This design comes from an exercise in tuning for small area and a short achievable clock period on the open sky130 flow, not from production work. Only simulation tests tie the RTL to the original design; equivalence was not proved. No activity file was given, so power comes from the tool's default toggle rates.

$ cat design/flow/config.mk
export PLATFORM = sky130hd
export DESIGN_NAME = flash_cmd_trace
export DESIGN_NICKNAME = flash_cmd_trace
export VERILOG_FILES = /design/flow/design.v
export SDC_FILE = /design/flow/constraint.sdc
export NUM_CORES = 4
export LEC_CHECK = 0
export CAP_MARGIN = 20
export CORE_MARGIN = 2
export CORE_UTILIZATION = 50
export CTS_CLUSTER_DIAMETER = 70
export CTS_CLUSTER_SIZE = 24
export SETUP_SLACK_MARGIN = 3.0
export SLEW_MARGIN = 20
export SYNTH_HIERARCHICAL = 1
$ cat design/flow/constraint.sdc
create_clock -name core_clock -period 6.0 [get_ports {clk}]
set_input_delay 1.2000 -clock core_clock [delete_from_list [all_inputs] [get_ports {clk}]]
set_output_delay 1.2000 -clock core_clock [all_outputs]
set_load 0.01 [all_outputs]
$ cat design/flow/design.v
module flash_cmd_trace #(
    parameter int DEPTH_LOG2 = 6,
    parameter int TS_WIDTH   = 24
) (
    input  logic        clk,
    input  logic        rst_n,
    input  logic [7:0]  mon_cmd,
    input  logic        mon_stb,
    input  logic [1:0]  wb_addr,
    output logic [31:0] wb_rdata,
    input  logic [31:0] wb_wdata,
    input  logic        wb_we,
    input  logic        wb_cyc,
    output logic        wb_ack
);
    localparam int DEPTH = 1 << DEPTH_LOG2;
    localparam int ADEPTH = DEPTH - 1;
    logic [TS_WIDTH-1:0]   ts;
    logic [31:0]           arr [ADEPTH];
    logic [31:0]           head;
    logic [7:0]            wr_hi, wr_lo;
    logic [7:0]            rd_hi, rd_lo;
    logic [DEPTH_LOG2:0]   level;
    logic [7:0]            drop_cnt;
    logic                  ovf;
    logic                  enable;
    logic                  empty;
    logic                  full;
    logic                  one;
    logic                  two;
    logic                  ctrl_wr;
    logic                  clr;
    logic                  pop;
    logic                  eligible;
    logic                  push;
    logic                  drop;
    logic                  inc;
    logic                  dec;
    logic                  filt_ok;
    logic                  arr_wr;
    logic [31:0]           entry;
    logic [31:0]           filt_rd;
    logic [31:0]           status;
    assign entry = {mon_cmd, 24'(ts)};
    assign ctrl_wr  = wb_ack & wb_we & (wb_addr == 2'd0);
    assign clr      = ctrl_wr & wb_wdata[1];
    assign pop      = wb_ack & ~wb_we & (wb_addr == 2'd1) & ~empty;
    assign eligible = mon_stb & enable & ~clr & filt_ok;
    assign push     = eligible & (~full | pop);
    assign drop     = eligible & full & ~pop;
    assign inc      = push & ~pop;
    assign dec      = pop & ~push;
    assign arr_wr   = push & ~empty & ~(one & pop);
    logic       filt_en;
    logic [7:0] filt_mask;
    logic [7:0] filt_match;
    assign filt_ok = ~filt_en | ((mon_cmd & filt_mask) == (filt_match & filt_mask));
    assign filt_rd = {15'b0, filt_en, filt_mask, filt_match};
    always_ff @(posedge clk or negedge rst_n) begin
        if (!rst_n) begin
            filt_en    <= 1'b0;
            filt_mask  <= 8'h00;
            filt_match <= 8'h00;
        end else if (wb_ack && wb_we && wb_addr == 2'd2) begin
            filt_en    <= wb_wdata[16];
            filt_mask  <= wb_wdata[15:8];
            filt_match <= wb_wdata[7:0];
        end
    end
    logic [31:0] stg;
    logic        stg_v;
    logic        byp;
    always_ff @(posedge clk) begin
        stg <= entry;
    end
    always_ff @(posedge clk or negedge rst_n) begin
        if (!rst_n) begin
            stg_v <= 1'b0;
        end else begin
            stg_v <= arr_wr;
        end
    end
    always_ff @(posedge clk) begin
        for (int i = 0; i < ADEPTH; i++) begin
            if (stg_v && wr_hi[i / 8] && wr_lo[i % 8]) begin
                arr[i] <= stg;
            end
        end
    end
    assign byp = stg_v & two;
    logic [ADEPTH-1:0] rd_sel;
    logic [31:0]       arr_rd;
    always_comb begin
        for (int i = 0; i < ADEPTH; i++) begin
            rd_sel[i] = rd_hi[i / 8] & rd_lo[i % 8] & ~byp;
        end
    end
    for (genvar b = 0; b < 32; b++) begin : g_rdm
        logic [ADEPTH/3-1:0] grp_n;
        for (genvar g = 0; g < ADEPTH / 3; g++) begin : g_grp
            flash_cmd_trace_aoi222 u_aoi (
                .a0(arr[3*g][b]),   .s0(rd_sel[3*g]),
                .a1(arr[3*g+1][b]), .s1(rd_sel[3*g+1]),
                .a2(arr[3*g+2][b]), .s2(rd_sel[3*g+2]),
                .y(grp_n[g])
            );
        end
        assign arr_rd[b] = ~&grp_n | (stg[b] & byp);
    end
    always_ff @(posedge clk) begin
        if (pop || empty) begin
            head <= (empty || one) ? entry : arr_rd;
        end
    end
    logic [DEPTH_LOG2:0] lvl_up, lvl_dn;
    logic up_c, dn_c;
    always_comb begin
        up_c = 1'b1;
        dn_c = 1'b1;
        for (int b = 0; b <= DEPTH_LOG2; b++) begin
            lvl_up[b] = level[b] ^ up_c;
            lvl_dn[b] = level[b] ^ dn_c;
            up_c = up_c & level[b];
            dn_c = dn_c & ~level[b];
        end
    end
    logic wr_wrap, rd_wrap;
    assign wr_wrap = wr_hi[7] & wr_lo[6];
    assign rd_wrap = rd_hi[7] & rd_lo[6];
    always_ff @(posedge clk or negedge rst_n) begin
        if (!rst_n) begin
            ts       <= '0;
            wr_hi    <= 8'h01;
            wr_lo    <= 8'h01;
            rd_hi    <= 8'h01;
            rd_lo    <= 8'h01;
            level    <= '0;
            empty    <= 1'b1;
            one      <= 1'b0;
            two      <= 1'b0;
            full     <= 1'b0;
            drop_cnt <= 8'h00;
            ovf      <= 1'b0;
            enable   <= 1'b1;
            wb_ack   <= 1'b0;
        end else begin
            wb_ack <= wb_cyc & ~wb_ack;
            ts     <= clr ? '0 : ts + 1'b1;
            if (ctrl_wr) begin
                enable <= wb_wdata[0];
            end
            if (clr) begin
                wr_hi    <= 8'h01;
            wr_lo    <= 8'h01;
                rd_hi    <= 8'h01;
            rd_lo    <= 8'h01;
                level    <= '0;
                empty    <= 1'b1;
                one      <= 1'b0;
                two      <= 1'b0;
                full     <= 1'b0;
                drop_cnt <= 8'h00;
                ovf      <= 1'b0;
            end else begin
                if (stg_v) begin
                    wr_lo <= wr_wrap ? 8'h01 : {wr_lo[6:0], wr_lo[7]};
                    if (wr_wrap || wr_lo[7]) begin
                        wr_hi <= wr_wrap ? 8'h01 : {wr_hi[6:0], wr_hi[7]};
                    end
                end
                if (pop && !one) begin
                    rd_lo <= rd_wrap ? 8'h01 : {rd_lo[6:0], rd_lo[7]};
                    if (rd_wrap || rd_lo[7]) begin
                        rd_hi <= rd_wrap ? 8'h01 : {rd_hi[6:0], rd_hi[7]};
                    end
                end
                if (inc) begin
                    level <= lvl_up;
                    empty <= 1'b0;
                    one   <= empty;
                    two   <= one;
                    full  <= (level == 7'd63);
                end else if (dec) begin
                    level <= lvl_dn;
                    empty <= one;
                    one   <= two;
                    two   <= (level == 7'd3);
                    full  <= 1'b0;
                end
                if (drop) begin
                    ovf <= 1'b1;
                    if (drop_cnt != 8'hFF) begin
                        drop_cnt <= drop_cnt + 1'b1;
                    end
                end
            end
        end
    end
    assign status = {empty, full, ovf, enable, 4'b0, drop_cnt, 16'(level)};
    logic [3:0] ackc;
    logic [3:0] acknec;
    logic       empty_nx;
    assign empty_nx = clr | (dec ? one : (empty & ~inc));
    always_ff @(posedge clk or negedge rst_n) begin
        if (!rst_n) begin
            ackc   <= 4'b0;
            acknec <= 4'b0;
        end else begin
            for (int k = 0; k < 4; k++) begin
                ackc[k]   <= wb_cyc & ~ackc[k];
                acknec[k] <= wb_cyc & ~ackc[k] & ~empty_nx;
            end
        end
    end
    logic [31:0] sq, hq, fq;
    always_comb begin
        for (int i = 0; i < 32; i++) begin
            sq[i] = status[i] & ackc[i / 8];
            hq[i] = head[i] & acknec[i / 8];
            fq[i] = filt_rd[i] & ackc[i / 8];
        end
    end
    for (genvar i = 0; i < 32; i++) begin : g_rd
        if (i >= 24 && i <= 27) begin : g_h
            flash_cmd_trace_rd_h u_rd (.we(wb_we), .a(wb_addr), .h(hq[i]), .y(wb_rdata[i]));
        end else if (i >= 17) begin : g_sh
            flash_cmd_trace_rd_sh u_rd (.we(wb_we), .a(wb_addr), .s(sq[i]), .h(hq[i]), .y(wb_rdata[i]));
        end else if (i >= 7 && i <= 15) begin : g_hf
            flash_cmd_trace_rd_hf u_rd (.we(wb_we), .a(wb_addr), .h(hq[i]), .f(fq[i]), .y(wb_rdata[i]));
        end else begin : g_shf
            flash_cmd_trace_rd_shf u_rd (.we(wb_we), .a(wb_addr), .s(sq[i]), .h(hq[i]), .f(fq[i]),
                                         .y(wb_rdata[i]));
        end
    end
endmodule
module flash_cmd_trace_rd_h (
    input  logic       we,
    input  logic [1:0] a,
    input  logic       h,
    output logic       y
);
    assign y = ~we & ~a[1] & a[0] & h;
endmodule
module flash_cmd_trace_rd_sh (
    input  logic       we,
    input  logic [1:0] a,
    input  logic       s,
    input  logic       h,
    output logic       y
);
    assign y = ~we & ~a[1] & (a[0] ? h : s);
endmodule
module flash_cmd_trace_rd_hf (
    input  logic       we,
    input  logic [1:0] a,
    input  logic       h,
    input  logic       f,
    output logic       y
);
    assign y = ~we & (a[0] ^ a[1]) & (a[0] ? h : f);
endmodule
module flash_cmd_trace_rd_shf (
    input  logic       we,
    input  logic [1:0] a,
    input  logic       s,
    input  logic       h,
    input  logic       f,
    output logic       y
);
    assign y = ~we & ~(a[0] & a[1]) & (a[0] ? h : (a[1] ? f : s));
endmodule
module flash_cmd_trace_aoi222 (
    input  logic a0,
    input  logic s0,
    input  logic a1,
    input  logic s1,
    input  logic a2,
    input  logic s2,
    output logic y
);
    assign y = ~((a0 & s0) | (a1 & s1) | (a2 & s2));
endmodule
$ cat design/flow/run.sh
#!/bin/bash
# synth_recipe.tcl (not shown) runs the flow's synth.tcl, then flattens the netlist and writes it again
# the make line also repeats each setting of config.mk as NAME=value (left out here)
make -C /OpenROAD-flow-scripts/flow DESIGN_CONFIG=/design/flow/config.mk WORK_HOME=/design/flow/orfs CLKGATE_MAP_FILE= SYNTH_SCRIPT=/design/flow/synth_recipe.tcl finish
==> results of run 1 <==
Yosys stat by module (local to each module, per instance):
module                  cells  cell area, um^2
flash_cmd_trace_rd_shf      4            27.53
flash_cmd_trace          3068            70030
flash_cmd_trace_rd_sh       2            20.02
flash_cmd_trace_rd_h        1            12.51
flash_cmd_trace_rd_hf       3            20.02
flash_cmd_trace_aoi222      1            10.01
state kept, by name, summed over array words and instances (netlist names), 4 cells and up:
signal	flops
arr	2016
head	32
stg	32
ts	24
drop_cnt	8
filt_mask	8
filt_match	8
rd_hi	8
rd_lo	8
wr_hi	8
wr_lo	8
level	7
ackc	4
acknec	4
stage by stage:
stage | utilization, % | hold WS, ns | worst slack (ns)
after floorplan | - | 0.3762 | 3.002
after global placement | 53.06 | 0.4250 | 1.344
after detailed placement | 53.06 | 0.4249 | 1.314
after CTS | 57.62 | 0.4432 | 2.727
after global routing | 58.18 | 0.4449 | 2.687
final | 58.19 | 0.4460 | 2.683
how the worst max path moves through the flow:
stage                                          to  depth (start not counted)
after global placement         head[15]$_DFFE_PP_                          8
after floorplan           drop_cnt[5]$_DFFE_PN0P_                          6
after global routing           head[21]$_DFFE_PP_                         10
after detailed placement     rd_hi[7]$_DFFE_PN0P_                          7
after CTS                             wb_rdata[5]                          6
final                           head[1]$_DFFE_PP_                         11
cell families (layout without fill, tap and decap cells):
logic type | after synthesis | count (layout)
DFF | 2184 | 2184
AOI/OAI and AO/OA | 851 | 851
and+or+nand+nor | 676 | 683
buffers and inverters | 53 | 591
muxes | 30 | 30
xor gates and xnor gates | 29 | 29
adders and majority gates | 2 | 2
other | 0 | 4
layout by cell type, fill, tap and decap left out, types with 14 or more instances in the layout:
cell | Yosys | layout
and2_4 | 0 | 28
and3_1 | 133 | 23
nand3b_1 | 20 | 20
nor2_1 | 83 | 80
buf_16 | 0 | 25
and3_4 | 0 | 48
dfrtp_1 | 98 | 79
a211oi_4 | 0 | 14
a222oi_1 | 672 | 672
a22o_1 | 23 | 23
xor2_1 | 24 | 24
nand4_1 | 135 | 135
edfxtp_1 | 2048 | 2048
buf_12 | 0 | 36
dfxtp_2 | 0 | 32
mux2_2 | 17 | 17
clkdlybuf4s50_1 | 0 | 26
nand2_1 | 72 | 71
dfrtp_2 | 0 | 18
clkbuf_16 | 0 | 128
a21oi_1 | 33 | 24
o21ai_0 | 14 | 14
and2_1 | 72 | 43
buf_4 | 0 | 181
a211oi_2 | 0 | 32
and3_2 | 0 | 69
buf_2 | 1 | 30
buf_6 | 0 | 48
buf_8 | 0 | 17
nor4_2 | 0 | 25
a31oi_1 | 34 | 28
inv_6 | 0 | 23
nand3_1 | 59 | 58
power by group:
group / leakage [uW] / total [uW] / switching [uW] / internal, uW
sequential: 0.0201 / 18400 / 468 / 17900
combinational: 0.00684 / 2310 / 1810 / 498
clock: 0.00186 / 9110 / 4990 / 4110
timing repair:
action                                  in CTS  in global routing
hold endpoints to repair                     0                  0
buffers inserted                           105                 34
endpoints found under the setup margin     195                 73
gates cloned                                36                 11
pin swaps                                  126                 93
gates resized for setup                    524                 82
synthesized netlist by cell type, types with 8 or more instances:
master / number / area, um^2
nor4_1: 32 / 200.2
a211oi_1: 52 / 390.4
dfrtp_1: 98 / 2452
clkbuf_1: 39 / 146.4
nor3_2: 11 / 110.1
nor2_1: 83 / 311.6
xor2_1: 24 / 210.2
and2_1: 72 / 450.4
a31oi_1: 34 / 212.7
and3_1: 133 / 832.1
mux2_2: 17 / 191.4
o21ai_0: 14 / 70.07
nand4_1: 135 / 844.6
nand2_1: 72 / 270.3
edfxtp_1: 2048 / 61500
a21oi_1: 33 / 165.2
a222oi_1: 672 / 6726
nand3_1: 59 / 295.3
mux2i_1: 13 / 130.1
nand2b_1: 8 / 50.05
inv_1: 9 / 33.78
a22o_1: 23 / 201.4
dfxtp_1: 32 / 640.6
nand3b_1: 20 / 150.1
nor2b_1: 13 / 81.33
critical path: cells and delay by family (launching register included):
kind            cells  cell delay (ns)
compound gates      2             0.45
buf+inv             5             0.80
flops               1             0.45
simple gates        4             1.31
layout make-up:
type | instances | share of cell area (%)
Inverter | 9 | 0.03773
Multi-Input combinational cell | 1595 | 15.45
Clock inverter | 66 | 0.8176
Tap cell | 2044 | 2.857
Antenna cell | 4 | 0.01118
Timing Repair Buffer | 381 | 4.981
Clock buffer | 135 | 3.450
Sequential cell | 2184 | 72.40
routing by layer:
layer / global-route usage (%) / wire length (um) / part of all wire [%] / vias up
li1: - / - / - / 18288
met1: 42.37 / 90190 / 38 / 23357
met2: 43.55 / 105100 / 45 / 2952
met3: 6.131 / 30290 / 13 / 402
met4: 10.52 / 9345 / 4.0 / 4
met5: 0 / 31 / 0.013 / -
==> report_table.html, run 1 <==
<table>
<tr><th>Metric</th><th>Value</th></tr>
<tr><th colspan="2">Setup path</th></tr>
<tr><td>Slowest stage cell on the critical path</td><td>nand4_1</td></tr>
<tr><td>Endpoint of the most critical register-to-register path</td><td>head[1]$_DFFE_PP_</td></tr>
<tr><td>Arrival time at the worst endpoint</td><td>between 3 and 4 ns</td></tr>
<tr><td>Capturing element type of the critical path</td><td>flop</td></tr>
<tr><td>Max Fanout on Critical Path</td><td>10</td></tr>
<tr><td>Register-to-Register Path Depth</td><td>11</td></tr>
<tr><td>Critical R2R Launch</td><td>two$_DFFE_PN0P_</td></tr>
<tr><td>Setup crit start kind</td><td>flop</td></tr>
<tr><td>Most repeated library cell on the critical path</td><td>buf_4</td></tr>
<tr><td>CP startpoint</td><td>two$_DFFE_PN0P_</td></tr>
<tr><td>Critical Setup Path Class</td><td>flop to flop</td></tr>
<tr><td>Flop-to-flop setup slack</td><td>roughly 2.7 ns</td></tr>
<tr><td>Required arrival time at the worst endpoint</td><td>approximately 6.5 ns</td></tr>
<tr><td>Critical Path Max Stage Delay</td><td>about 0.54 ns</td></tr>
<tr><td>Ordered list of cells on the worst path</td><td>nand2_8 -&gt; buf_6 -&gt; buf_16 -&gt; and3_4 -&gt; buf_12 -&gt; buf_4 -&gt; a222oi_1 -&gt; nand4_1 -&gt; nor4_2 -&gt; buf_4 -&gt; a31oi_1</td></tr>
<tr><th colspan="2">Global route</th></tr>
<tr><td>First-pass GRT wire length</td><td>323.2 mm</td></tr>
<tr><td>Antenna violations before repair</td><td>8</td></tr>
<tr><td>Via count of the first global-routing pass</td><td>41.78k</td></tr>
<tr><td>Pin count of the biggest net entering global routing</td><td>between 60 and 70</td></tr>
<tr><td>All-Layer GR Usage</td><td>between 20% and 30%</td></tr>
<tr><td>GR Overflow Total</td><td>0</td></tr>
<tr><th colspan="2">Place</th></tr>
<tr><td>Placed Instance Area</td><td>~82000 um^2</td></tr>
<tr><td>Detail Placement HPWL</td><td>121.9 mm</td></tr>
<tr><td>Port Buf Inserts</td><td>64</td></tr>
<tr><td>GP Congestion</td><td>about 0.87</td></tr>
<tr><td>Number of cells after detailed placement</td><td>between 6k and 7k</td></tr>
<tr><th colspan="2">Synth</th></tr>
<tr><td>Share of synthesized cell area in and, or, nand and nor gates</td><td>5.022%</td></tr>
<tr><td>Main combinational cell family by area after synthesis</td><td>compound AO/OA/AOI/OAI gates</td></tr>
<tr><td>Adder-cell area share of the yosys netlist</td><td>0.03232%</td></tr>
<tr><td>Post-synthesis instance area</td><td>around 77000 um^2</td></tr>
<tr><td>Compound-Gate Fraction of Synth Area</td><td>10.32%</td></tr>
<tr><td>Yosys warning total</td><td>9</td></tr>
<tr><td>Most frequently used flop master after synthesis</td><td>edfxtp_1</td></tr>
<tr><td>Mapped Cells</td><td>between 3k and 4k</td></tr>
<tr><td>Average instance area after synthesis</td><td>20.24 um^2</td></tr>
<tr><td>Share of synthesized flip-flops with an asynchronous set or reset</td><td>4.762%</td></tr>
<tr><td>Number of distinct standard cells referenced by the synthesized netlist</td><td>between 50 and 60</td></tr>
<tr><td>Number of flip-flops and latches in the synthesized netlist</td><td>between 2k and 2.5k</td></tr>
<tr><td>Proportion of synthesized area in mux cells</td><td>less than 1%</td></tr>
<tr><td>Xor-xnor portion of the synthesized cell area</td><td>less than 1%</td></tr>
<tr><td>Post-synthesis net count</td><td>a little under 4k</td></tr>
<tr><td>EDFF count, synth</td><td>~2.0k</td></tr>
<tr><td>Seq/Total Area, Yosys</td><td>~84%</td></tr>
<tr><th colspan="2">STA</th></tr>
<tr><td>Post-layout minimum cycle time</td><td>3.317 ns</td></tr>
<tr><td>Final Cycle Share</td><td>55.29%</td></tr>
<tr><td>Total count of hold-check failures in the final report</td><td>0</td></tr>
<tr><td>Max-slew violations</td><td>0</td></tr>
<tr><td>Unrepaired setup endpoints after global routing</td><td>yes</td></tr>
<tr><td>Accumulated negative setup slack</td><td>0 ns</td></tr>
<tr><td>Least-Margin Pin Slew</td><td>roughly 1.1 ns</td></tr>
<tr><td>Final setup fails</td><td>0</td></tr>
<tr><td>Worst clock skew on the final layout</td><td>~0.045 ns</td></tr>
<tr><td>F_max</td><td>0.3015 GHz</td></tr>
<tr><td>Remaining max-slew budget at the tightest pin</td><td>23.58%</td></tr>
<tr><th colspan="2">Detailed routing</th></tr>
<tr><td>Routed wire per std cell</td><td>36.61 um</td></tr>
<tr><td>Final Routed Wirelength</td><td>around 230 mm</td></tr>
<tr><td>First drt pass iteration count</td><td>11</td></tr>
<tr><td>Number of vias per cell</td><td>about 7</td></tr>
<tr><td>DRT iter0 DRCs</td><td>~9.3k</td></tr>
<tr><td>Number of nets with antenna violations after routing</td><td>0</td></tr>
<tr><td>Total via count in the routed design</td><td>roughly 45k</td></tr>
<tr><td>DRC errors left</td><td>0</td></tr>
<tr><th colspan="2">Die</th></tr>
<tr><td>Core Footprint</td><td>around 150000 um^2</td></tr>
<tr><td>Vert. Die Dim</td><td>about 400 um</td></tr>
<tr><td>Die footprint</td><td>about 160000 um^2</td></tr>
<tr><td>IO Pins</td><td>80</td></tr>
<tr><td>Placement Rows</td><td>between 100 and 150</td></tr>
<tr><td>Die X-Extent</td><td>~400 um</td></tr>
<tr><td>Initial standard-cell utilization of the core</td><td>50.32%</td></tr>
<tr><th colspan="2">Clocking</th></tr>
<tr><td>Maximum root-to-sink buffer count</td><td>3</td></tr>
<tr><td>Inserted Clock Buffers</td><td>between 100 and 150</td></tr>
<tr><td>Clock tree from TritonCTS</td><td>yes</td></tr>
<tr><td>Hold_buf cts</td><td>0</td></tr>
<tr><td>Reg clk slew, reported paths</td><td>around 0.090 ns</td></tr>
<tr><td>Root buf cell</td><td>clkbuf_16</td></tr>
<tr><td>Worst skew pair latency</td><td>0.79 ns</td></tr>
<tr><td>Clk sink count</td><td>around 2.2k</td></tr>
<tr><td>H-Tree Level Count</td><td>3</td></tr>
<tr><th colspan="2">Final layout</th></tr>
<tr><td>Register cell area after layout</td><td>about 65000 um^2</td></tr>
<tr><td>Total non-filler cell area in the finished layout</td><td>about 90000 um^2</td></tr>
<tr><td>Nets</td><td>4337</td></tr>
<tr><td>Synthesis-to-layout area growth</td><td>15.63%</td></tr>
<tr><td>Non-filler cells in the finished layout</td><td>6418</td></tr>
<tr><td>Number of filler instances in the final layout</td><td>around 11k</td></tr>
<tr><td>Multi-input logic area</td><td>~14000 um^2</td></tr>
<tr><td>Proportion of layout cells with a drive suffix above 1</td><td>about 21%</td></tr>
<tr><th colspan="2">Run</th></tr>
<tr><td>Max-Cap Viols</td><td>0</td></tr>
<tr><th colspan="2">Status</th></tr>
<tr><td>Run status</td><td>complete, no violations</td></tr>
<tr><th colspan="2">Pwr</th></tr>
<tr><td>Power Total</td><td>between 20000 and 30000 uW</td></tr>
<tr><td>Power density over cell area</td><td>between 300 and 400 nW/um^2</td></tr>
<tr><td>VDD IR max</td><td>between 0.3 and 0.4 mV</td></tr>
<tr><td>Leakage</td><td>0.02884 uW</td></tr>
<tr><th colspan="2">Min path</th></tr>
<tr><td>Tightest Hold Check Type</td><td>input pin to asynchronous set/reset pin</td></tr>
</table>
==> inputs of run 2 (changes only) <==
--- a/design/flow/design.v
+++ b/design/flow/design.v
@@ -76,8 +76,10 @@
     always_ff @(posedge clk or negedge rst_n) begin
         if (!rst_n) begin
             stg_v <= 1'b0;
+            byp   <= 1'b0;
         end else begin
             stg_v <= arr_wr;
+            byp   <= arr_wr & (one | (two & pop));
         end
     end
     always_ff @(posedge clk) begin
@@ -87,7 +89,6 @@
             end
         end
     end
-    assign byp = stg_v & two;
     logic [ADEPTH-1:0] rd_sel;
     logic [31:0]       arr_rd;
     always_comb begin
==> run 2 against run 1 <==
Clock skew is 0.014 ns lower. Non-clock buffer count fell by 45. Still clean on timing, DRC and antenna. Cell count unchanged. Critical endpoint is now wb_rdata[4]. Sequential share of layout area is 0.071 points higher. Power rose by 4.5%. Combinational power up 5%. Sequential power about the same. Synthesized cell count increased by 0.50%.
==> report_table.html, run 2 <==
<table>
<tr><th>Metric</th><th>Value</th></tr>
<tr><th colspan="2">Synth</th></tr>
<tr><td>Most frequent cells after synthesis</td><td>edfxtp_1 (2048), a222oi_1 (672), and2_1 (135), nand4_1 (134), dfrtp_1 (99)</td></tr>
<tr><td>Most frequent cell after synthesis</td><td>edfxtp_1</td></tr>
<tr><td>Most frequently used flop master after synthesis</td><td>edfxtp_1</td></tr>
<tr><td>Mapped Cells</td><td>approximately 3.8k</td></tr>
<tr><td>Post-synthesis instance area</td><td>slightly below 80000 um^2</td></tr>
<tr><td>Number of flip-flops and latches in the synthesized netlist</td><td>roughly 2.2k</td></tr>
<tr><td>EDFF count, synth</td><td>between 2k and 2.5k</td></tr>
<tr><td>Share of synthesized flip-flops with an asynchronous set or reset</td><td>under 10%</td></tr>
<tr><td>Average instance area after synthesis</td><td>about 20 um^2</td></tr>
<tr><td>Main combinational cell family by area after synthesis</td><td>compound AO/OA/AOI/OAI gates</td></tr>
<tr><td>Compound-Gate Fraction of Synth Area</td><td>between 10% and 20%</td></tr>
<tr><td>Proportion of synthesized area in mux cells</td><td>less than 1%</td></tr>
<tr><td>Area share of the largest cell type after synthesis</td><td>79.33%</td></tr>
<tr><td>Synth area leader</td><td>edfxtp_1</td></tr>
<tr><td>Top post-synthesis cells by area</td><td>edfxtp_1 (79%), a222oi_1 (8.7%), dfrtp_1 (3.2%)</td></tr>
<tr><td>Yosys warning total</td><td>9</td></tr>
<tr><td>Seq/Total Area, Yosys</td><td>83.56%</td></tr>
<tr><td>Adder-cell area share of the yosys netlist</td><td>0.03228%</td></tr>
<tr><td>Share of synthesized cell area in and, or, nand and nor gates</td><td>5.299%</td></tr>
<tr><td>Number of distinct standard cells referenced by the synthesized netlist</td><td>between 50 and 60</td></tr>
<tr><td>Post-synthesis net count</td><td>just under 4k</td></tr>
<tr><td>Xor-xnor portion of the synthesized cell area</td><td>0.3615%</td></tr>
<tr><th colspan="2">Setup path</th></tr>
<tr><td>Setup crit start kind</td><td>input pin</td></tr>
<tr><td>Max Fanout on Critical Path</td><td>6</td></tr>
<tr><td>Flop-to-flop setup slack</td><td>about 2.8 ns</td></tr>
<tr><td>Capturing element type of the critical path</td><td>output pin</td></tr>
<tr><td>Ordered list of cells on the worst path</td><td>buf_16 -&gt; buf_4 -&gt; nor2b_4 -&gt; a211oi_2 -&gt; a211oi_2 -&gt; buf_2</td></tr>
<tr><td>Slowest stage cell on the critical path</td><td>a211oi_2</td></tr>
<tr><td>Buffers &amp; Inverters on Critical Path</td><td>3</td></tr>
<tr><td>Arrival time at the worst endpoint</td><td>2.06 ns</td></tr>
<tr><td>Critical Setup Path Class</td><td>input pin to output pin</td></tr>
<tr><td>Most repeated library cell on the critical path</td><td>a211oi_2</td></tr>
<tr><td>Cell family with most CP delay</td><td>buffers and inverters</td></tr>
<tr><td>CP startpoint</td><td>wb_addr[0]</td></tr>
<tr><td>Critical R2R Launch</td><td>byp$_DFF_PN0_</td></tr>
<tr><td>Critical Path Max Stage Delay</td><td>between 0.2 and 0.25 ns</td></tr>
<tr><td>Required arrival time at the worst endpoint</td><td>4.80 ns</td></tr>
<tr><th colspan="2">Die</th></tr>
<tr><td>Core Footprint</td><td>154000 um^2</td></tr>
<tr><td>Die footprint</td><td>~160000 um^2</td></tr>
<tr><td>Initial standard-cell utilization of the core</td><td>between 50 and 60%</td></tr>
<tr><td>Placement Rows</td><td>about 140</td></tr>
<tr><td>IO Pins</td><td>80</td></tr>
<tr><td>Vert. Die Dim</td><td>roughly 400 um</td></tr>
<tr><td>Die X-Extent</td><td>~400 um</td></tr>
<tr><th colspan="2">Run</th></tr>
<tr><td>Max-Cap Viols</td><td>0</td></tr>
<tr><th colspan="2">STA</th></tr>
<tr><td>Remaining max-slew budget at the tightest pin</td><td>21.73%</td></tr>
<tr><td>Final Cycle Share</td><td>54.26%</td></tr>
<tr><td>Unrepaired setup endpoints after global routing</td><td>yes</td></tr>
<tr><td>F_max</td><td>approximately 0.31 GHz</td></tr>
<tr><td>Accumulated negative setup slack</td><td>0 ns</td></tr>
<tr><td>Final setup fails</td><td>0</td></tr>
<tr><td>Total count of hold-check failures in the final report</td><td>0</td></tr>
<tr><td>Least-Margin Pin Slew</td><td>1.174 ns</td></tr>
<tr><td>Worst clock skew on the final layout</td><td>about 0.03 ns</td></tr>
<tr><td>Max-slew violations</td><td>0</td></tr>
<tr><td>Post-layout minimum cycle time</td><td>approximately 3.3 ns</td></tr>
<tr><th colspan="2">Global route</th></tr>
<tr><td>GR Overflow Total</td><td>0</td></tr>
<tr><td>First-pass GRT wire length</td><td>approximately 310 mm</td></tr>
<tr><td>Pin count of the biggest net entering global routing</td><td>81</td></tr>
<tr><td>All-Layer GR Usage</td><td>28.13%</td></tr>
<tr><td>Via count of the first global-routing pass</td><td>~42k</td></tr>
<tr><td>Antenna violations before repair</td><td>5</td></tr>
<tr><th colspan="2">Final layout</th></tr>
<tr><td>Synthesis-to-layout area growth</td><td>15.42%</td></tr>
<tr><td>Proportion of layout cells with a drive suffix above 1</td><td>between 15 and 20%</td></tr>
<tr><td>Leading cell type in the layout, fill and taps excluded</td><td>edfxtp_1</td></tr>
<tr><td>Commonest cells after routing, fill and taps aside</td><td>edfxtp_1 (2048), a222oi_1 (672), buf_4 (157), clkbuf_16 (143), nand4_1 (134)</td></tr>
<tr><td>Registers with the highest flip-flop counts</td><td>arr: 2016 flops, head: 32 flops, stg: 32 flops</td></tr>
<tr><td>Largest register by flop count</td><td>arr</td></tr>
<tr><td>Max reg flops</td><td>a little over 2k</td></tr>
<tr><td>Nets</td><td>4327</td></tr>
<tr><th colspan="2">Min path</th></tr>
<tr><td>Tightest Hold Check Type</td><td>input pin to asynchronous set/reset pin</td></tr>
<tr><th colspan="2">Pwr</th></tr>
<tr><td>Leakage</td><td>roughly 0.029 uW</td></tr>
<tr><td>Power density over cell area</td><td>~350 nW/um^2</td></tr>
<tr><td>Power Total</td><td>~31000 uW</td></tr>
<tr><td>VDD IR max</td><td>between 0.3 and 0.4 mV</td></tr>
<tr><th colspan="2">Clocking</th></tr>
<tr><td>H-Tree Level Count</td><td>4</td></tr>
<tr><td>Worst skew pair latency</td><td>roughly 0.80 ns</td></tr>
<tr><td>Clk sink count</td><td>between 2k and 2.5k</td></tr>
<tr><td>Reg clk slew, reported paths</td><td>~0.090 ns</td></tr>
<tr><td>Clock tree from TritonCTS</td><td>yes</td></tr>
<tr><td>Inserted Clock Buffers</td><td>approximately 130</td></tr>
<tr><td>Maximum root-to-sink buffer count</td><td>3</td></tr>
<tr><td>Root buf cell</td><td>clkbuf_16</td></tr>
<tr><th colspan="2">Status</th></tr>
<tr><td>Run status</td><td>complete, no violations</td></tr>
<tr><th colspan="2">Place</th></tr>
<tr><td>Detail Placement HPWL</td><td>121.3 mm</td></tr>
<tr><td>Port Buf Inserts</td><td>64</td></tr>
<tr><td>GP Congestion</td><td>between 0.8 and 0.9</td></tr>
<tr><th colspan="2">Detailed routing</th></tr>
<tr><td>DRT iter0 DRCs</td><td>a little under 8k</td></tr>
<tr><td>Number of vias per cell</td><td>around 6.9</td></tr>
<tr><td>Number of nets with antenna violations after routing</td><td>0</td></tr>
<tr><td>First drt pass iteration count</td><td>12</td></tr>
<tr><td>Routed wire per std cell</td><td>between 30 and 40 um</td></tr>
<tr><td>Total via count in the routed design</td><td>~44k</td></tr>
<tr><td>DRC errors left</td><td>0</td></tr>
<tr><td>Final Routed Wirelength</td><td>between 200 and 250 mm</td></tr>
</table>
## run 2: changes by cell type after synthesis, moves of 7 or more
cell	change
a22o_1	-13
and2_1	+63
and3_1	-64
nand2_1	+10
nand2b_1	+9
nand3_1	+11
nor2b_1	+11
nor4_1	+7
## run 2: per-module statistics from Yosys (local to each module, per instance)
module,cells,cell area (um^2),copies in the design,flip-flops and latches
flash_cmd_trace,3087,70120,1,2185
flash_cmd_trace_rd_sh,2,20.02,11,0
flash_cmd_trace_rd_h,1,12.51,4,0
flash_cmd_trace_aoi222,1,10.01,672,0
flash_cmd_trace_rd_hf,3,20.02,9,0
flash_cmd_trace_rd_shf,4,27.53,8,0
## run 2: stage by stage
stage,std cells,hold WS [ns],utilization [%],worst slack [ns],instance area (um^2)
2_1_floorplan,3844,0.3861,-,2.741,77530
3_3_place_gp,6055,0.4075,53.09,1.684,81780
3_5_place_dp,6056,0.4119,53.11,1.660,81810
4_1_cts,6378,0.3339,57.55,2.691,88660
5_1_grt,6417,0.3766,58.08,2.691,89470
6_report,6418,0.3687,58.08,2.745,89470
## run 2: metal layers
metal / up-vias / GRT usage [%] / wire length [um] / share of wire [%]
met2: 2689 / 42.25 / 103200 / 45
met5: - / 0 / 27 / 0.012
met1: 23037 / 41.46 / 89940 / 40
met4: 4 / 9.199 / 7975 / 3.5
li1: 18265 / - / - / -
met3: 304 / 5.723 / 25910 / 11
## run 2: logic make-up after synthesis
group / after synthesis
buffers and inverters: 44
and+or+nand+nor: 716
adders and majority gates: 2
DFF: 2185
muxes: 33
xor gates and xnor gates: 32
AOI/OAI and AO/OA: 832
## run 2: cell type report
| class | instances | area (um^2) |
|---|---|---|
| Clock buffer | 149 | 3493 |
| Clock inverter | 78 | 954.7 |
| Tap cell | 2044 | 2557 |
| Inverter | 5 | 18.77 |
| Multi-Input combinational cell | 1619 | 13710 |
| Antenna cell | 2 | 5.005 |
| Timing Repair Buffer | 336 | 3897 |
| Sequential cell | 2185 | 64840 |
| Fill cell | 11353 | 64580 |
## run 2: timing repair
item,CTS,global route
resized for setup,453,98
buffers inserted,68,30
pin swaps,171,89
endpoints found under the setup margin,127,72
endpoints found under the hold margin,0,0
hold buffers,0,0
cloned,27,8
## run 2: power by group
part | switching, uW | internal [uW] | total (uW) | leakage, uW
clock network | 5100 | 4890 | 9990 | 0.00215
logic | 1890 | 538 | 2430 | 0.00646
registers | 603 | 18100 | 18700 | 0.0202
total | 7600 | 23600 | 31200 | 0.0288
## run 2: worst paths after layout
check,end,cells after the start
worst max-delay path,wb_rdata[4],6
worst min-delay path,filt_match[3]$_DFFE_PN0P_,1
worst max register to register,head[3]$_DFFE_PP_,10
worst min register to register,stg[5]$_DFF_P_,0
max in group asynchronous,stg_v$_DFF_PN0_,2
min in group core_clock,stg[5]$_DFF_P_,0
==> inputs of run 3 (changes only) <==
--- a/design/flow/config.mk
+++ b/design/flow/config.mk
@@ -10,6 +10,6 @@
 export CORE_UTILIZATION = 50
 export CTS_CLUSTER_DIAMETER = 70
 export CTS_CLUSTER_SIZE = 24
-export SETUP_SLACK_MARGIN = 3.0
+export SETUP_SLACK_MARGIN = 2.75
 export SLEW_MARGIN = 20
 export SYNTH_HIERARCHICAL = 1
==> run 3 against run 2 <==
Sequential cell count unchanged. Sequential power about the same. Largest power group unchanged. Global-route usage decreased by 0.72 points. Critical endpoint is now wb_rdata[5]. Combinational power decreased by 7%. Routed wire length decreased by 3.0%. Hold slack improved by 0.070 ns. Register-to-register slack got worse by 0.09 ns. Still clean. Critical path depth unchanged. Cell count decreased by 1.6%.
==> report_table.html, run 3 <==
<table>
<tr><th>Metric</th><th>Value</th></tr>
<tr><th colspan="2">Global route</th></tr>
<tr><td>GR Overflow Total</td><td>0</td></tr>
<tr><td>Antenna violations before repair</td><td>9</td></tr>
<tr><td>Via count of the first global-routing pass</td><td>between 40k and 50k</td></tr>
<tr><td>First-pass GRT wire length</td><td>between 300 and 400 mm</td></tr>
<tr><td>All-Layer GR Usage</td><td>27.41%</td></tr>
<tr><td>Pin count of the biggest net entering global routing</td><td>81</td></tr>
<tr><th colspan="2">Die</th></tr>
<tr><td>Die X-Extent</td><td>397.8 um</td></tr>
<tr><td>IO Pins</td><td>80</td></tr>
<tr><td>Core Footprint</td><td>approximately 150000 um^2</td></tr>
<tr><td>Placement Rows</td><td>between 100 and 150</td></tr>
<tr><td>Vert. Die Dim</td><td>approximately 400 um</td></tr>
<tr><td>Die footprint</td><td>between 150000 and 200000 um^2</td></tr>
<tr><td>Initial standard-cell utilization of the core</td><td>between 50% and 60%</td></tr>
<tr><th colspan="2">Final layout</th></tr>
<tr><td>Multi-input logic area</td><td>about 13000 um^2</td></tr>
<tr><td>Registers with the highest flip-flop counts</td><td>arr: 2016 flops, head: 32 flops, stg: 32 flops</td></tr>
<tr><td>Commonest cells after routing, fill and taps aside</td><td>edfxtp_1 (2048), a222oi_1 (672), buf_4 (156), nand4_1 (134), clkbuf_16 (124)</td></tr>
<tr><td>Synthesis-to-layout area growth</td><td>11.91%</td></tr>
<tr><td>Number of filler instances in the final layout</td><td>~12k</td></tr>
<tr><td>Register cell area after layout</td><td>~65000 um^2</td></tr>
<tr><td>Leading cell type in the layout, fill and taps excluded</td><td>edfxtp_1</td></tr>
<tr><td>Nets</td><td>approximately 4.2k</td></tr>
<tr><td>Final core utilization</td><td>56.32%</td></tr>
<tr><td>Largest register by flop count</td><td>arr</td></tr>
<tr><td>Proportion of layout cells with a drive suffix above 1</td><td>between 10% and 20%</td></tr>
<tr><td>Max reg flops</td><td>about 2.0k</td></tr>
<tr><th colspan="2">Clocking</th></tr>
<tr><td>Reg clk slew, reported paths</td><td>approximately 0.080 ns</td></tr>
<tr><td>Worst skew pair latency</td><td>a little under 0.8 ns</td></tr>
<tr><td>Inserted Clock Buffers</td><td>120</td></tr>
<tr><td>Hold_buf cts</td><td>0</td></tr>
<tr><td>Clock tree from TritonCTS</td><td>yes</td></tr>
<tr><td>Root buf cell</td><td>clkbuf_16</td></tr>
<tr><td>H-Tree Level Count</td><td>3</td></tr>
<tr><td>Clk sink count</td><td>roughly 2.2k</td></tr>
<tr><td>Maximum root-to-sink buffer count</td><td>3</td></tr>
<tr><th colspan="2">Setup path</th></tr>
<tr><td>Required arrival time at the worst endpoint</td><td>between 4 and 5 ns</td></tr>
<tr><td>Arrival time at the worst endpoint</td><td>~2.1 ns</td></tr>
<tr><td>Setup crit start kind</td><td>input pin</td></tr>
<tr><td>Max Fanout on Critical Path</td><td>13</td></tr>
<tr><td>Critical Setup Path Class</td><td>input pin to output pin</td></tr>
<tr><td>Capturing element type of the critical path</td><td>output pin</td></tr>
<tr><td>Register-to-Register Path Depth</td><td>9</td></tr>
<tr><th colspan="2">Synth</th></tr>
<tr><td>Most frequent cells after synthesis</td><td>edfxtp_1 (2048), a222oi_1 (672), and2_1 (135), nand4_1 (134), dfrtp_1 (99)</td></tr>
<tr><td>Xor-xnor portion of the synthesized cell area</td><td>less than 1%</td></tr>
<tr><td>Compound-Gate Fraction of Synth Area</td><td>around a tenth</td></tr>
<tr><td>Number of flip-flops and latches in the synthesized netlist</td><td>2185</td></tr>
<tr><td>Yosys warning total</td><td>9</td></tr>
<tr><td>Synth area leader</td><td>edfxtp_1</td></tr>
<tr><td>Most frequent cell after synthesis</td><td>edfxtp_1</td></tr>
<tr><td>Share of synthesized flip-flops with an asynchronous set or reset</td><td>between 4 and 5%</td></tr>
<tr><td>Number of distinct standard cells referenced by the synthesized netlist</td><td>57</td></tr>
<tr><td>Main combinational cell family by area after synthesis</td><td>compound AO/OA/AOI/OAI gates</td></tr>
<tr><td>Seq/Total Area, Yosys</td><td>83.56%</td></tr>
<tr><td>Share of synthesized cell area in and, or, nand and nor gates</td><td>5.299%</td></tr>
<tr><td>Most frequently used flop master after synthesis</td><td>edfxtp_1</td></tr>
<tr><td>Proportion of synthesized area in mux cells</td><td>0.4552%</td></tr>
<tr><td>EDFF count, synth</td><td>~2k</td></tr>
<tr><td>Mapped Cells</td><td>between 3k and 4k</td></tr>
<tr><td>Area share of the largest cell type after synthesis</td><td>79.33%</td></tr>
<tr><td>Average instance area after synthesis</td><td>between 20 and 25 um^2</td></tr>
<tr><td>Top post-synthesis cells by area</td><td>edfxtp_1 (79%), a222oi_1 (8.7%), dfrtp_1 (3.2%)</td></tr>
<tr><td>Adder-cell area share of the yosys netlist</td><td>less than 1%</td></tr>
<tr><td>Post-synthesis instance area</td><td>approximately 78000 um^2</td></tr>
<tr><td>Post-synthesis net count</td><td>approximately 4k</td></tr>
<tr><th colspan="2">STA</th></tr>
<tr><td>Worst clock skew on the final layout</td><td>between 0.02 and 0.03 ns</td></tr>
<tr><td>Accumulated negative setup slack</td><td>0 ns</td></tr>
<tr><td>Remaining max-slew budget at the tightest pin</td><td>approximately a quarter</td></tr>
<tr><td>Final Cycle Share</td><td>~56%</td></tr>
<tr><td>Post-layout minimum cycle time</td><td>approximately 3.3 ns</td></tr>
<tr><td>Max-slew violations</td><td>0</td></tr>
<tr><td>F_max</td><td>between 0.2 and 0.3 GHz</td></tr>
<tr><td>Least-Margin Pin Slew</td><td>1.144 ns</td></tr>
<tr><td>Final setup fails</td><td>0</td></tr>
<tr><td>Unrepaired setup endpoints after global routing</td><td>yes</td></tr>
<tr><td>Total count of hold-check failures in the final report</td><td>0</td></tr>
<tr><th colspan="2">Detailed routing</th></tr>
<tr><td>Number of nets with antenna violations after routing</td><td>0</td></tr>
<tr><td>Final Routed Wirelength</td><td>roughly 220 mm</td></tr>
<tr><td>Total via count in the routed design</td><td>approximately 43k</td></tr>
<tr><td>Routed wire per std cell</td><td>34.90 um</td></tr>
<tr><td>DRT iter0 DRCs</td><td>just over 8k</td></tr>
<tr><td>Number of vias per cell</td><td>between 6 and 7</td></tr>
<tr><td>DRC errors left</td><td>0</td></tr>
<tr><td>First drt pass iteration count</td><td>14</td></tr>
<tr><th colspan="2">Min path</th></tr>
<tr><td>Min-Delay Path Depth</td><td>0</td></tr>
<tr><td>Tightest Hold Check Type</td><td>flop to flop</td></tr>
<tr><th colspan="2">Pwr</th></tr>
<tr><td>Leakage</td><td>~0.028 uW</td></tr>
<tr><td>Power density over cell area</td><td>349.3 nW/um^2</td></tr>
<tr><td>VDD IR max</td><td>roughly 0.27 mV</td></tr>
<tr><th colspan="2">Place</th></tr>
<tr><td>Detail Placement HPWL</td><td>~120 mm</td></tr>
<tr><td>GP Congestion</td><td>0.9025</td></tr>
<tr><td>Port Buf Inserts</td><td>64</td></tr>
<tr><th colspan="2">Status</th></tr>
<tr><td>Run status</td><td>complete, no violations</td></tr>
<tr><th colspan="2">Run</th></tr>
<tr><td>Max-Cap Viols</td><td>0</td></tr>
</table>
==> run 3: cell counts after synthesis <==
No cell type changed its count.
==> run 3: metal layers <==
layer | global-route usage, % | wire length (um) | vias to the layer above
met2 | 41.05 | 100500 | 2428
met1 | 40.52 | 88970 | 22638
met5 | 0 | 8 | -
met4 | 8.496 | 6555 | 2
li1 | - | - | 18004
met3 | 5.850 | 24310 | 261
==> run 3: final cells by class <==
cell class,count,area share (%)
multi-input combinational,1616,15.23
clock inverter,73,0.9187
clock buffer,138,3.659
timing repair buffer,245,2.475
inverter,5,0.02163
tap,2044,2.948
antenna,7,0.02019
sequential,2185,74.73
==> run 3: worst max-delay path: stages <==
cell,delay (ns)
buf_16,0.14
buf_8,0.13
buf_4,0.15
nand2b_1,0.15
a211oi_2,0.20
buf_2,0.17
==> run 3: logic make-up (layout without fill, tap and decap cells) <==
group | count (synthesis) | count (layout)
adders and majority gates | 2 | 2
muxes | 33 | 33
buffers and inverters | 44 | 461
DFF | 2185 | 2185
xor gates and xnor gates | 32 | 32
and+or+nand+nor | 716 | 717
AOI/OAI and AO/OA | 832 | 832
other | 0 | 7
==> run 3: metrics by stage <==
stage               setup WS, ns  cell area (um^2)  instances  power, uW  hold WS, ns
global placement           1.568             81810       6060      21100       0.4050
global route               2.618             86740       6307      31110       0.4516
floorplan                  2.741             77520       3844      19860       0.3861
detailed placement         1.582             81830       6060      21200       0.4155
finish                     2.658             86750       6313      30310       0.4383
CTS                        2.533             86370       6292      30280       0.4361
==> run 3: final timing paths <==
path	start	end	slack, ns
max	wb_addr[0]	wb_rdata[5]	2.66
min	ts[23]$_DFF_PN0_	stg[23]$_DFF_P_	0.44
max reg2reg	byp$_DFF_PN0_	head[6]$_DFFE_PP_	2.67
min reg2reg	ts[23]$_DFF_PN0_	stg[23]$_DFF_P_	0.44
max in group asynchronous	rst_n	byp$_DFF_PN0_	4.28
min in group asynchronous	rst_n	filt_mask[5]$_DFFE_PN0P_	0.53
==> run 3: what timing repair did <==
| item | in CTS | in global routing |
|---|---|---|
| cloned | 4 | 1 |
| pin swaps | 39 | 33 |
| endpoints found under the hold margin | 0 | 0 |
| resized for setup | 213 | 85 |
| setup buffers | 17 | 13 |
| endpoints found under the setup margin | 91 | 58 |
==> run 3: power breakdown <==
| group | leakage (uW) | switching (uW) | internal [uW] |
|---|---|---|---|
| Clock | 0.00192 | 5030 | 4270 |
| Combinational | 0.00561 | 1820 | 450 |
| Sequential | 0.0202 | 603 | 18100 |
| Total | 0.0277 | 7450 | 22900 |
==> run 3: modules after synthesis (local to each module, per instance) <==
module | cells | area, um^2
flash_cmd_trace_rd_sh | 2 | 20.02
flash_cmd_trace_rd_hf | 3 | 20.02
flash_cmd_trace_rd_shf | 4 | 27.53
flash_cmd_trace_aoi222 | 1 | 10.01
flash_cmd_trace | 3087 | 70120
flash_cmd_trace_rd_h | 1 | 12.51
==> inputs of run 4 (changes only) <==
--- a/design/flow/config.mk
+++ b/design/flow/config.mk
@@ -7,7 +7,7 @@
 export LEC_CHECK = 0
 export CAP_MARGIN = 20
 export CORE_MARGIN = 2
-export CORE_UTILIZATION = 50
+export CORE_UTILIZATION = 60
 export CTS_CLUSTER_DIAMETER = 70
 export CTS_CLUSTER_SIZE = 24
 export SETUP_SLACK_MARGIN = 2.75
==> run 4 against run 3 <==
Still clean on timing, DRC and antenna. Design area rose by 0.30%. Combinational power increased by 6%. Hold slack worse by 0.014 ns. Power down 0.62%. Critical endpoint is now head[31]$_DFFE_PP_.
==> report_table.html, run 4 <==
<table>
<tr><th>Metric</th><th>Value</th></tr>
<tr><th colspan="2">Setup path</th></tr>
<tr><td>Setup crit start kind</td><td>flop</td></tr>
<tr><td>Critical Setup Path Class</td><td>flop to flop</td></tr>
<tr><td>Most repeated library cell on the critical path</td><td>buf_6</td></tr>
<tr><td>Critical R2R Launch</td><td>byp$_DFF_PN0_</td></tr>
<tr><td>Ordered list of cells on the worst path</td><td>buf_6 -&gt; buf_6 -&gt; nor2_4 -&gt; and2_4 -&gt; buf_12 -&gt; a222oi_1 -&gt; nand4_1 -&gt; nor4_4 -&gt; a31oi_1</td></tr>
<tr><td>CP startpoint</td><td>byp$_DFF_PN0_</td></tr>
<tr><td>Slowest stage cell on the critical path</td><td>nor4_4</td></tr>
<tr><td>Max Fanout on Critical Path</td><td>24</td></tr>
<tr><td>Required arrival time at the worst endpoint</td><td>6.48 ns</td></tr>
<tr><td>Arrival time at the worst endpoint</td><td>3.83 ns</td></tr>
<tr><td>Critical Path Max Stage Delay</td><td>between 0.6 and 0.7 ns</td></tr>
<tr><td>Capturing element type of the critical path</td><td>flop</td></tr>
<tr><th colspan="2">Detailed routing</th></tr>
<tr><td>First drt pass iteration count</td><td>13</td></tr>
<tr><td>Number of vias per cell</td><td>between 7 and 8</td></tr>
<tr><td>Routed wire per std cell</td><td>approximately 37 um</td></tr>
<tr><td>DRC errors left</td><td>0</td></tr>
<tr><td>DRT iter0 DRCs</td><td>about 9.7k</td></tr>
<tr><td>Total via count in the routed design</td><td>between 40k and 50k</td></tr>
<tr><td>Number of nets with antenna violations after routing</td><td>0</td></tr>
<tr><td>Final Routed Wirelength</td><td>~220 mm</td></tr>
<tr><th colspan="2">Die</th></tr>
<tr><td>Die X-Extent</td><td>~360 um</td></tr>
<tr><td>IO Pins</td><td>80</td></tr>
<tr><td>Die footprint</td><td>roughly 130000 um^2</td></tr>
<tr><td>Vert. Die Dim</td><td>363.4 um</td></tr>
<tr><td>Core Footprint</td><td>around 130000 um^2</td></tr>
<tr><td>Placement Rows</td><td>131</td></tr>
<tr><td>Initial standard-cell utilization of the core</td><td>about three fifths</td></tr>
<tr><th colspan="2">Final layout</th></tr>
<tr><td>Largest register by flop count</td><td>arr</td></tr>
<tr><td>Registers with the highest flip-flop counts</td><td>arr: 2016 flops, head: 32 flops, stg: 32 flops</td></tr>
<tr><td>Proportion of layout cells with a drive suffix above 1</td><td>16.74%</td></tr>
<tr><td>Non-filler cells in the finished layout</td><td>roughly 6.0k</td></tr>
<tr><td>Synthesis-to-layout area growth</td><td>12.24%</td></tr>
<tr><td>Final core utilization</td><td>68.06%</td></tr>
<tr><td>Nets</td><td>approximately 4.3k</td></tr>
<tr><td>Commonest cells after routing, fill and taps aside</td><td>edfxtp_1 (2048), a222oi_1 (672), buf_4 (188), nand4_1 (134), clkbuf_16 (122)</td></tr>
<tr><td>Leading cell type in the layout, fill and taps excluded</td><td>edfxtp_1</td></tr>
<tr><td>Max reg flops</td><td>between 2k and 2.5k</td></tr>
<tr><th colspan="2">Synth</th></tr>
<tr><td>Yosys warning total</td><td>9</td></tr>
<tr><td>Post-synthesis net count</td><td>a little under 4k</td></tr>
<tr><td>Most frequent cells after synthesis</td><td>edfxtp_1 (2048), a222oi_1 (672), and2_1 (135), nand4_1 (134), dfrtp_1 (99)</td></tr>
<tr><td>Most frequently used flop master after synthesis</td><td>edfxtp_1</td></tr>
<tr><td>Share of synthesized flip-flops with an asynchronous set or reset</td><td>between 4 and 5%</td></tr>
<tr><td>Synth area leader</td><td>edfxtp_1</td></tr>
<tr><td>Average instance area after synthesis</td><td>20.17 um^2</td></tr>
<tr><td>Area share of the largest cell type after synthesis</td><td>approximately four fifths</td></tr>
<tr><td>EDFF count, synth</td><td>between 2k and 2.5k</td></tr>
<tr><td>Post-synthesis instance area</td><td>around 78000 um^2</td></tr>
<tr><td>Number of distinct standard cells referenced by the synthesized netlist</td><td>57</td></tr>
<tr><td>Most frequent cell after synthesis</td><td>edfxtp_1</td></tr>
<tr><td>Number of flip-flops and latches in the synthesized netlist</td><td>2185</td></tr>
<tr><td>Seq/Total Area, Yosys</td><td>83.56%</td></tr>
<tr><td>Top post-synthesis cells by area</td><td>edfxtp_1 (79%), a222oi_1 (8.7%), dfrtp_1 (3.2%)</td></tr>
<tr><td>Mapped Cells</td><td>~3.8k</td></tr>
<tr><th colspan="2">STA</th></tr>
<tr><td>Worst clock skew on the final layout</td><td>around 0.03 ns</td></tr>
<tr><td>Final setup fails</td><td>0</td></tr>
<tr><td>Unrepaired setup endpoints after global routing</td><td>yes</td></tr>
<tr><td>Accumulated negative setup slack</td><td>0 ns</td></tr>
<tr><td>Least-Margin Pin Slew</td><td>1.137 ns</td></tr>
<tr><td>Least setup slack across all paths after layout</td><td>around 2.6 ns</td></tr>
<tr><td>Final Cycle Share</td><td>a little under three fifths</td></tr>
<tr><td>Max-slew violations</td><td>0</td></tr>
<tr><td>F_max</td><td>0.2984 GHz</td></tr>
<tr><td>Post-layout minimum cycle time</td><td>approximately 3.4 ns</td></tr>
<tr><td>Total count of hold-check failures in the final report</td><td>0</td></tr>
<tr><td>Worst slack on hold paths</td><td>0.4245 ns</td></tr>
<tr><td>Remaining max-slew budget at the tightest pin</td><td>about a quarter</td></tr>
<tr><th colspan="2">Status</th></tr>
<tr><td>Run status</td><td>complete, no violations</td></tr>
<tr><th colspan="2">Run</th></tr>
<tr><td>Max-Cap Viols</td><td>0</td></tr>
<tr><th colspan="2">Pwr</th></tr>
<tr><td>VDD IR max</td><td>0.2959 mV</td></tr>
<tr><td>Leakage</td><td>around 0.028 uW</td></tr>
<tr><td>Power density over cell area</td><td>between 300 and 400 nW/um^2</td></tr>
<tr><th colspan="2">Place</th></tr>
<tr><td>GP Congestion</td><td>between 0.9 and 1</td></tr>
<tr><td>Detail Placement HPWL</td><td>123.8 mm</td></tr>
<tr><td>Port Buf Inserts</td><td>64</td></tr>
<tr><td>Number of cells after detailed placement</td><td>5707</td></tr>
<tr><td>Place WS</td><td>around 1.5 ns</td></tr>
<tr><th colspan="2">Clocking</th></tr>
<tr><td>H-Tree Level Count</td><td>3</td></tr>
<tr><td>Worst skew pair latency</td><td>~0.77 ns</td></tr>
<tr><td>Reg clk slew, reported paths</td><td>0.10 ns</td></tr>
<tr><td>Root buf cell</td><td>clkbuf_16</td></tr>
<tr><td>Maximum root-to-sink buffer count</td><td>3</td></tr>
<tr><td>Clock tree from TritonCTS</td><td>yes</td></tr>
<tr><td>Clk sink count</td><td>roughly 2.2k</td></tr>
<tr><td>Hold_buf cts</td><td>0</td></tr>
<tr><td>Inserted Clock Buffers</td><td>117</td></tr>
<tr><th colspan="2">Global route</th></tr>
<tr><td>Via count of the first global-routing pass</td><td>roughly 42k</td></tr>
<tr><td>Pin count of the biggest net entering global routing</td><td>81</td></tr>
<tr><td>First-pass GRT wire length</td><td>305.8 mm</td></tr>
<tr><td>GR Overflow Total</td><td>0</td></tr>
<tr><td>All-Layer GR Usage</td><td>approximately a third</td></tr>
<tr><td>Antenna violations before repair</td><td>7</td></tr>
<tr><th colspan="2">Min path</th></tr>
<tr><td>Tightest Hold Check Type</td><td>flop to flop</td></tr>
<tr><td>Worst Min Path Start</td><td>ts[23]$_DFF_PN0_</td></tr>
</table>
-- run 4: cell families after synthesis --
kind of cell	count (synthesis)	synth area share [%]
DFF	2185	83.56
AOI/OAI and AO/OA	832	10.08
and+or+nand+nor	716	5.299
buffers and inverters	44	0.2131
muxes	33	0.4552
xor gates and xnor gates	32	0.3615
adders and majority gates	2	0.03228
-- run 4: metrics by stage --
stage	cell area, um^2	power [uW]
final	87010	30120
after global routing	87010	30910
after CTS	86400	30070
after detailed placement	81560	21230
after global placement	81560	21050
after floorplan	77520	19860
-- run 4: layout make-up --
type | instances | area [um^2]
diodes | 1 | 2.502
clock buffers | 134 | 3075
clock inverters | 62 | 748.2
fillers | 8215 | 40840
inverters | 5 | 18.77
multi-input cells | 1616 | 13440
flip-flops and latches | 2185 | 64830
well taps | 1662 | 2079
repair buffers | 298 | 2820
-- run 4: metal layers --
layer	up-vias	track usage [%]	wire [um]
li1	18099	-	-
met1	22629	48.04	83550
met2	2926	50.14	100100
met3	349	7.245	28020
met4	2	12.20	8776
met5	-	0	8
-- run 4: path summary, 6_finish.rpt --
path,slack (ns),end,depth (start not counted)
min in group asynchronous,0.49,filt_mask[0]$_DFFE_PN0P_,1
max in group asynchronous,4.30,wr_lo[3]$_DFFE_PN0P_,2
max,2.65,head[31]$_DFFE_PP_,9
max reg2reg,2.65,head[31]$_DFFE_PP_,9
min,0.42,stg[23]$_DFF_P_,0
min reg2reg,0.42,stg[23]$_DFF_P_,0
-- run 4: Yosys stat by module, one instance, submodules excluded --
module	flip-flops and latches	times used	cells inside
flash_cmd_trace	2185	1	3087
flash_cmd_trace_aoi222	0	672	1
flash_cmd_trace_rd_h	0	4	1
flash_cmd_trace_rd_hf	0	9	3
flash_cmd_trace_rd_sh	0	11	2
flash_cmd_trace_rd_shf	0	8	4
-- run 4: timing repair --
item                                    4_1_cts  5_1_grt
gates cloned                                  5        3
gates resized for setup                     286       92
buffers inserted                             29       21
endpoints found under the setup margin      122       50
pin swaps                                    68       52
-- run 4: critical path: cells and delay by family (launching register included) --
kind,cells,cell delay [ns]
compound gates,2,0.58
simple gates,4,1.57
flops,1,0.48
buf+inv,3,0.41
-- run 4: report_power, final --
group	total [uW]	switching, uW	internal, uW
sequential	18700	560	18100
combinational	2410	1930	476
clock	9020	4880	4140
==> inputs of run 5 (changes only) <==
==> design/flow/config.mk (replaced) <==
export PLATFORM = sky130hd
export DESIGN_NAME = flash_cmd_trace
export DESIGN_NICKNAME = flash_cmd_trace
export VERILOG_FILES = /design/flow/design.v
export SDC_FILE = /design/flow/constraint.sdc
export NUM_CORES = 4
export LEC_CHECK = 0
export CAP_MARGIN = 5
export CORE_MARGIN = 2
export CORE_UTILIZATION = 50
export CTS_CLUSTER_DIAMETER = 70
export CTS_CLUSTER_SIZE = 24
export SETUP_SLACK_MARGIN = 2.75
export SLEW_MARGIN = 5
export SYNTH_HIERARCHICAL = 1
==> run 5 against run 4 <==
Still clean. Combinational power decreased by 6%. Clock-buffer cell count decreased by 1. Design area about the same. Power increased by 0.45%. Sequential share of layout area about the same. Utilization decreased by 12 points. Clock skew increased by 0.014 ns.
==> report_table.html, run 5 <==
<table>
<tr><th>Metric</th><th>Value</th></tr>
<tr><th colspan="2">Status</th></tr>
<tr><td>Run status</td><td>complete, no violations</td></tr>
<tr><th colspan="2">Min path</th></tr>
<tr><td>Worst Min Path Start</td><td>ts[23]$_DFF_PN0_</td></tr>
<tr><td>Endpoint of the worst hold path</td><td>stg[23]$_DFF_P_</td></tr>
<tr><td>Min-Delay Path Depth</td><td>0</td></tr>
<tr><th colspan="2">Final layout</th></tr>
<tr><td>Leading cell type in the layout, fill and taps excluded</td><td>edfxtp_1</td></tr>
<tr><td>Commonest cells after routing, fill and taps aside</td><td>edfxtp_1 (2048), a222oi_1 (672), buf_4 (157), nand4_1 (134), clkbuf_16 (128)</td></tr>
<tr><td>Nets</td><td>4236</td></tr>
<tr><td>Max reg flops</td><td>about 2.0k</td></tr>
<tr><td>Synthesis-to-layout area growth</td><td>12.22%</td></tr>
<tr><th colspan="2">Setup path</th></tr>
<tr><td>Critical Path Max Stage Delay</td><td>0.29 ns</td></tr>
<tr><td>Buffers &amp; Inverters on Critical Path</td><td>2</td></tr>
<tr><td>Critical Setup Path Class</td><td>input pin to output pin</td></tr>
<tr><td>Required arrival time at the worst endpoint</td><td>around 4.8 ns</td></tr>
<tr><td>Slowest stage cell on the critical path</td><td>dlygate4sd2_1</td></tr>
<tr><td>Critical R2R Launch</td><td>byp$_DFF_PN0_</td></tr>
<tr><td>Setup crit start kind</td><td>input pin</td></tr>
<tr><td>Endpoint of the most critical register-to-register path</td><td>head[6]$_DFFE_PP_</td></tr>
<tr><td>Max Fanout on Critical Path</td><td>26</td></tr>
<tr><td>Flop-to-flop setup slack</td><td>2.68 ns</td></tr>
<tr><td>Cell family with most CP delay</td><td>buffers and inverters</td></tr>
<tr><th colspan="2">Synth</th></tr>
<tr><td>Average instance area after synthesis</td><td>20.17 um^2</td></tr>
<tr><td>Post-synthesis net count</td><td>3893</td></tr>
<tr><td>Mapped Cells</td><td>around 3.8k</td></tr>
<tr><td>Post-synthesis instance area</td><td>slightly below 80000 um^2</td></tr>
<tr><td>Proportion of synthesized area in mux cells</td><td>less than 1%</td></tr>
<tr><td>Number of distinct standard cells referenced by the synthesized netlist</td><td>57</td></tr>
<tr><td>Top post-synthesis cells by area</td><td>edfxtp_1 (79%), a222oi_1 (8.7%), dfrtp_1 (3.2%)</td></tr>
<tr><td>Seq/Total Area, Yosys</td><td>roughly 84%</td></tr>
<tr><td>Most frequent cell after synthesis</td><td>edfxtp_1</td></tr>
<tr><td>Main combinational cell family by area after synthesis</td><td>compound AO/OA/AOI/OAI gates</td></tr>
<tr><td>Area share of the largest cell type after synthesis</td><td>roughly four fifths</td></tr>
<tr><td>Adder-cell area share of the yosys netlist</td><td>less than 1%</td></tr>
<tr><td>Compound-Gate Fraction of Synth Area</td><td>between 10% and 20%</td></tr>
<tr><td>Synth area leader</td><td>edfxtp_1</td></tr>
<tr><td>Yosys warning total</td><td>9</td></tr>
<tr><th colspan="2">Pwr</th></tr>
<tr><td>Clock power share</td><td>between 30 and 40%</td></tr>
<tr><td>Leakage</td><td>~0.028 uW</td></tr>
<tr><td>Internal portion of total power</td><td>~23000 uW</td></tr>
<tr><td>Switching power share of the total</td><td>24.56%</td></tr>
<tr><td>Comb power frac</td><td>approximately 7.5%</td></tr>
<tr><th colspan="2">Detailed routing</th></tr>
<tr><td>Final Routed Wirelength</td><td>between 200 and 250 mm</td></tr>
<tr><td>Number of vias per cell</td><td>between 6 and 7</td></tr>
<tr><td>DRT iter0 DRCs</td><td>approximately 7.5k</td></tr>
<tr><td>First drt pass iteration count</td><td>13</td></tr>
<tr><td>Number of nets with antenna violations after routing</td><td>0</td></tr>
<tr><th colspan="2">Global route</th></tr>
<tr><td>GR Overflow Total</td><td>0</td></tr>
<tr><td>Antenna violations before repair</td><td>7</td></tr>
<tr><th colspan="2">STA</th></tr>
<tr><td>Final Cycle Share</td><td>a little under three fifths</td></tr>
<tr><td>Accumulated negative setup slack</td><td>0 ns</td></tr>
<tr><td>Least setup slack across all paths after layout</td><td>roughly 2.6 ns</td></tr>
<tr><td>Post-layout minimum cycle time</td><td>3.392 ns</td></tr>
<tr><td>F_max</td><td>between 0.2 and 0.3 GHz</td></tr>
<tr><td>Final setup fails</td><td>0</td></tr>
<tr><td>Total count of hold-check failures in the final report</td><td>0</td></tr>
<tr><td>Remaining max-slew budget at the tightest pin</td><td>between 20 and 25%</td></tr>
<tr><th colspan="2">Die</th></tr>
<tr><td>IO Pins</td><td>80</td></tr>
<tr><td>Die footprint</td><td>approximately 160000 um^2</td></tr>
<tr><td>Placement Rows</td><td>between 100 and 150</td></tr>
<tr><td>Vert. Die Dim</td><td>approximately 400 um</td></tr>
<tr><th colspan="2">Place</th></tr>
<tr><td>Detail Placement HPWL</td><td>121.7 mm</td></tr>
<tr><td>GP Congestion</td><td>0.9025</td></tr>
<tr><td>Place WS</td><td>roughly 1.6 ns</td></tr>
<tr><td>Port Buf Inserts</td><td>64</td></tr>
<tr><th colspan="2">Run</th></tr>
<tr><td>Max-Cap Viols</td><td>0</td></tr>
<tr><th colspan="2">Clocking</th></tr>
<tr><td>Maximum root-to-sink buffer count</td><td>3</td></tr>
<tr><td>Clk sink count</td><td>~2.2k</td></tr>
<tr><td>Hold_buf cts</td><td>0</td></tr>
<tr><td>Inserted Clock Buffers</td><td>120</td></tr>
<tr><td>H-Tree Level Count</td><td>3</td></tr>
<tr><td>Clock tree from TritonCTS</td><td>yes</td></tr>
<tr><td>Reg clk slew, reported paths</td><td>0.08 ns</td></tr>
</table>
run 5: cell counts after synthesis:
No cell type changed its count.
run 5: modules after synthesis, one instance, submodules excluded:
module	copies in the design	cells	flip-flops and latches
flash_cmd_trace	1	3087	2185
flash_cmd_trace_rd_shf	8	4	0
flash_cmd_trace_rd_hf	9	3	0
flash_cmd_trace_rd_sh	11	2	0
flash_cmd_trace_rd_h	4	1	0
flash_cmd_trace_aoi222	672	1	0
run 5: what timing repair did:
item	in CTS	in global routing
pin swaps	39	37
setup endpoints to repair	92	56
gates resized for setup	207	81
cloned	4	4
buffers inserted	15	26
run 5: cell families after synthesis:
logic type | Yosys count
AOI/OAI and AO/OA | 832
xor gates and xnor gates | 32
adders and majority gates | 2
buffers and inverters | 44
DFF | 2185
muxes | 33
and+or+nand+nor | 716
run 5: cell type report:
type	instances	area, um^2
Tap cell	2044	2557
Sequential cell	2185	64820
Timing Repair Buffer	259	2422
Multi-Input combinational cell	1616	13170
Antenna cell	9	22.52
Clock inverter	75	820.8
Fill cell	11592	67050
Clock buffer	133	3158
Inverter	5	18.77
run 5: worst max-delay path by stage:
stage / to / cells after the start / slack (ns)
final: wb_rdata[16] / 4 / 2.61
after global routing: wb_rdata[16] / 4 / 2.57
after CTS: wb_rdata[31] / 4 / 2.56
after detailed placement: wb_rdata[25] / 4 / 1.59
after global placement: rd_hi[0]$_DFFE_PN1P_ / 7 / 1.57
after floorplan: drop_cnt[5]$_DFFE_PN0P_ / 6 / 2.74
run 5: power by group through the flow:
stage	Sequential, uW	Combinational, uW	Clock [uW]
after global routing	18800	2420	9890
after detailed placement	19000	2160	0
after floorplan	19200	693	0
final	18700	2270	9240
after global placement	19000	2070	0
after CTS	18700	2210	9340
run 5: metal layers:
layer,up-vias,GRT usage [%],share of wire [%]
met3,264,6.382,11
met2,2363,41.08,45
met4,2,8.428,3.1
met1,22493,40.02,40
met5,-,0,0.0059
li1,18048,-,-
run 5: stage by stage:
stage	cell area [um^2]	hold WS [ns]	total power, uW	util [%]	instances
floorplan	77520	0.3861	19860	-	3844
global placement	81810	0.4050	21100	53.11	6060
detailed placement	81810	0.4152	21200	53.11	6060
CTS	86380	0.4347	30250	56.07	6287
global route	86970	0.4467	31100	56.46	6318
finish	86990	0.4332	30250	56.47	6326
run 5: worst reg2reg max path: stages, from the launching register on:
cell and delay, ns:
dfrtp_2 0.40, buf_12 0.14, nor2b_4 0.04, buf_8 0.15, and2_4 0.23, buf_12 0.16, a222oi_1 0.38, nand4_1 0.69
nor4_4 0.72, a31oi_1 0.14

Check on run 5: ideal ports give 2.608 ns setup slack; a clkbuf_16 on the clock port and buf_2 on the inputs give 2.514 ns; moving port delays by the midpoint clock arrival (0.853 ns) as well gives 1.956 ns.
